This is an optimization exercise on Yosys and OpenROAD, whose aim is small area, a short achievable clock period and few clock cycles per item, not a production implementation.
Function was checked by simulation only, so behaviour that the tests miss may differ from the original.
No activity file was given, so power comes from the tool's default toggle rates.

Setup of red:
Design ifmap_converter, start of the top module:
module ifmap_converter
(
	input  logic clk,
	input  logic reset,
	input  logic [64-1:0] in_data,
	input  logic in_empty_n,
	output logic in_read,
	input  logic out_full_n,
	output logic [64-1:0] out_data,
	output logic out_last,
	output logic out_write
);
	logic take;
	logic wr_en;
	logic [8*8-1:0] wr_hi_n;
	logic [8*8-1:0] wr_lo_n;
	logic [64-1:0] wr_data;
	logic wr_room;
	logic [8*8-1:0] rd_hi;
	logic [8*8-1:0] rd_lo;
	logic [64-1:0] rd_data;
	tile_writer writer_i (
		.clk(clk),
		.reset(reset),
		.in_data(in_data),
		.in_empty_n(in_empty_n),
		.in_read(in_read),
		.wr_room(wr_room),
		.take(take),
		.wr_hi_n(wr_hi_n),
		.wr_lo_n(wr_lo_n),
		.wr_data(wr_data)
	);
	always_ff @(posedge clk or posedge reset) begin
		if (reset) begin
			wr_en <= 1'b0;
		end else begin
			wr_en <= take;
		end
	end
	tile_buffer buffer_i (
		.clk(clk),
		.wr_hi_n(wr_hi_n),
		.wr_lo_n(wr_lo_n),
		.wr_data(wr_data),
		.rd_hi(rd_hi),
		.rd_lo(rd_lo),
		.rd_data(rd_data)
	);
	transpose_reader reader_i (
		.clk(clk),
		.reset(reset),
		.take(take),
		.wr_en(wr_en),
		.wr_room(wr_room),
		.rd_data(rd_data),
		.rd_hi(rd_hi),
		.rd_lo(rd_lo),
		.out_full_n(out_full_n),
		.out_data(out_data),
		.out_last(out_last),
		.out_write(out_write)
	);
endmodule
Size in the first run: roughly 10000 cells after synthesis, ~4700 flip-flops, ~180000 sq um of cells after synthesis.
Settings: LEC_CHECK=0, CAP_MARGIN=20, CORE_MARGIN=2, CORE_UTILIZATION=45, CTS_CLUSTER_DIAMETER=100, CTS_CLUSTER_SIZE=20, SETUP_SLACK_MARGIN=2.5, SLEW_MARGIN=20; clock period 5.0 ns.
run.sh (not shown) runs the stock make flow with config.mk's settings and CLKGATE_MAP_FILE= SYNTH_SCRIPT=/design/flow/synth_recipe.tcl, a recipe that flattens the netlist after the stock synthesis.
Testbench counts of red, summed over its fixed seeds: cycles 8,712, tiles 128.
Modified inputs, blue compared to red
diff --git a/flow/design.v b/flow/design.v
--- a/flow/design.v
+++ b/flow/design.v
@@ -86,21 +86,22 @@
 endmodule
 `timescale 1ns/1ns
 module tile_buffer
 (
 	input  logic clk,
 	input  logic [8*8-1:0] wr_hi_n,
 	input  logic [8*8-1:0] wr_lo_n,
 	input  logic [64-1:0] wr_data,
 	input  logic [8*8-1:0] rd_hi,
 	input  logic [8*8-1:0] rd_lo,
-	output logic [64-1:0] rd_data
+	output logic [64-1:0] rd_data_lo,
+	output logic [64-1:0] rd_data_hi
 );
 	localparam int DEPTH = 64;
 	logic [8-1:0] mem [0:8-1][0:DEPTH-1];
 	for (genvar b = 0; b < 8; b++) begin : g_bank
 		logic [8-1:0] whi_n;
 		logic [8-1:0] wlo_n;
 		logic [8-1:0] hi;
 		logic [8-1:0] lo;
 		logic [8-1:0] grp [0:8-1];
 		assign whi_n = wr_hi_n[b*8 +: 8];
@@ -114,37 +115,41 @@
 				end
 			end
 		end
 		always_comb begin
 			for (int h = 0; h < 8; h++) begin
 				grp[h] = '0;
 				for (int l = 0; l < 8; l++) begin
 					grp[h] = grp[h] | (mem[b][h*8 + l] & {8{lo[l]}});
 				end
 			end
-			rd_data[b*8 +: 8] = '0;
-			for (int h = 0; h < 8; h++) begin
-				rd_data[b*8 +: 8] = rd_data[b*8 +: 8] |
+			rd_data_lo[b*8 +: 8] = '0;
+			rd_data_hi[b*8 +: 8] = '0;
+			for (int h = 0; h < 8 / 2; h++) begin
+				rd_data_lo[b*8 +: 8] = rd_data_lo[b*8 +: 8] |
 					(grp[h] & {8{hi[h]}});
+				rd_data_hi[b*8 +: 8] = rd_data_hi[b*8 +: 8] |
+					(grp[h + 8 / 2] & {8{hi[h + 8 / 2]}});
 			end
 		end
 	end
 endmodule
 `timescale 1ns/1ns
 module transpose_reader
 (
 	input  logic clk,
 	input  logic reset,
 	input  logic take,
 	input  logic wr_en,
 	output logic wr_room,
-	input  logic [64-1:0] rd_data,
+	input  logic [64-1:0] rd_data_lo,
+	input  logic [64-1:0] rd_data_hi,
 	output logic [8*8-1:0] rd_hi,
 	output logic [8*8-1:0] rd_lo,
 	input  logic out_full_n,
 	output logic [64-1:0] out_data,
 	output logic out_last,
 	output logic out_write
 );
 	function automatic logic [5:0] cvt_loc(input logic [2:0] b, input logic [11:0] t, input logic [5:0] n);
 		logic [5:0] r;
 		r = '0;
@@ -240,20 +245,22 @@
 	logic [11:0] rd_t1_nx;
 	logic rd_wrap;
 	logic [6:0] occ;
 	logic [6:0] pend;
 	logic [6-1:0] need;
 	logic rd_ok;
 	logic adv;
 	logic rd;
 	logic s1_valid;
 	logic s1_last;
+	logic [64-1:0] s1_lo;
+	logic [64-1:0] s1_hi;
 	logic [64-1:0] s1_data;
 	logic [2:0] s1_p;
 	logic [64-1:0] packed_word;
 	logic s2_valid;
 	logic out_idle;
 	logic s2_last;
 	logic [64-1:0] s2_data;
 	assign rd_ok = {1'b0, occ} >= {2'b00, need};
 	assign adv = out_idle | out_full_n;
 	assign rd = adv & rd_ok;
@@ -309,26 +316,35 @@
 	end
 	always_ff @(posedge clk or posedge reset) begin
 		if (reset) begin
 			s1_valid <= 1'b0;
 			s1_last <= 1'b0;
 		end else if (adv) begin
 			s1_valid <= rd_ok;
 			s1_last <= rd_ok & rd_wrap;
 		end
 	end
+	always_ff @(posedge clk or posedge reset) begin
+		if (reset) begin
+			s1_lo <= '0;
+			s1_hi <= '0;
+		end else if (adv) begin
+			s1_lo <= rd_data_lo;
+			s1_hi <= rd_data_hi;
+		end
+	end
 	always_ff @(posedge clk) begin
 		if (adv) begin
-			s1_data <= rd_data;
 			s1_p <= rd_n[3:1];
 		end
 	end
+	assign s1_data = s1_lo | s1_hi;
 	always_comb begin
 		for (int k = 0; k < 8; k++) begin
 			packed_word[(8-1-k)*8 +: 8] =
 				s1_data[(3'(k) ^ s1_p)*8 +: 8];
 		end
 	end
 	always_ff @(posedge clk or posedge reset) begin
 		if (reset) begin
 			s2_valid <= 1'b0;
 			s2_last <= 1'b0;
@@ -375,21 +391,22 @@
 	output logic out_write
 );
 	logic take;
 	logic wr_en;
 	logic [8*8-1:0] wr_hi_n;
 	logic [8*8-1:0] wr_lo_n;
 	logic [64-1:0] wr_data;
 	logic wr_room;
 	logic [8*8-1:0] rd_hi;
 	logic [8*8-1:0] rd_lo;
-	logic [64-1:0] rd_data;
+	logic [64-1:0] rd_data_lo;
+	logic [64-1:0] rd_data_hi;
 	tile_writer writer_i (
 		.clk(clk),
 		.reset(reset),
 		.in_data(in_data),
 		.in_empty_n(in_empty_n),
 		.in_read(in_read),
 		.wr_room(wr_room),
 		.take(take),
 		.wr_hi_n(wr_hi_n),
 		.wr_lo_n(wr_lo_n),
@@ -402,27 +419,29 @@
 			wr_en <= take;
 		end
 	end
 	tile_buffer buffer_i (
 		.clk(clk),
 		.wr_hi_n(wr_hi_n),
 		.wr_lo_n(wr_lo_n),
 		.wr_data(wr_data),
 		.rd_hi(rd_hi),
 		.rd_lo(rd_lo),
-		.rd_data(rd_data)
+		.rd_data_lo(rd_data_lo),
+		.rd_data_hi(rd_data_hi)
 	);
 	transpose_reader reader_i (
 		.clk(clk),
 		.reset(reset),
 		.take(take),
 		.wr_en(wr_en),
 		.wr_room(wr_room),
-		.rd_data(rd_data),
+		.rd_data_lo(rd_data_lo),
+		.rd_data_hi(rd_data_hi),
 		.rd_hi(rd_hi),
 		.rd_lo(rd_lo),
 		.out_full_n(out_full_n),
 		.out_data(out_data),
 		.out_last(out_last),
 		.out_write(out_write)
 	);
 endmodule
Results
What red reported for number of cells upsized or downsized after cts has to be multiplied by 0.53 to get the figure for blue. red has lower share of flip-flops with an asynchronous set or reset than blue. The power density over cell area in blue is 1.11 times that in red. blue vs red, data arrival time of the critical path went down by 1670 ps. Summary: setup slack, blue better than red. Worst hold slack deteriorates in blue relative to red. Going from red to blue, area added between synthesis and finish shows a reduction of 3.1 points, number of signal-net buffers in the layout shows a reduction of 38%, minimum clock period shows a reduction of 270 ps. From red to blue the numbers moved as follows: later-pin clock latency in the skew report shows no meaningful change; final design area excluding fillers shows a reduction of 1.4%. In the flow results for red and blue, the number of instances in the synthesized netlist is larger on blue.
Testbench counts of blue, summed over its fixed seeds: cycles 8,712, tiles 128.

re-timing with driven ports:
No port has a modelled driver above. Below, the same layouts with a new extraction and two added sets of constraints.
Step 1, drivers: a clkbuf_16 drives clk and a buf_2 each remaining input, both assumed.
Step 2, shift: input delay + t, output delay - t, t = (earliest + latest rising clock arrival at the registers) / 2. This alone moves slack from input paths to output paths.
Three values: no drivers, after step 1, after step 2; two values: the first two.
| run | t (ns) | setup slack, ns | clock arrival spread, ns |
|---|---|---|---|
| red | 1.056 | 2.087 / 2.087 / 1.466 | 0.051 / 0.051 |
| blue | 1.051 | 2.356 / 2.245 / 1.534 | 0.067 / 0.068 |
After both steps every run listed still meets setup and hold. For blue, which loses most, drivers alone change the setup slack by -0.111 ns; drivers and shift together by -0.822 ns.
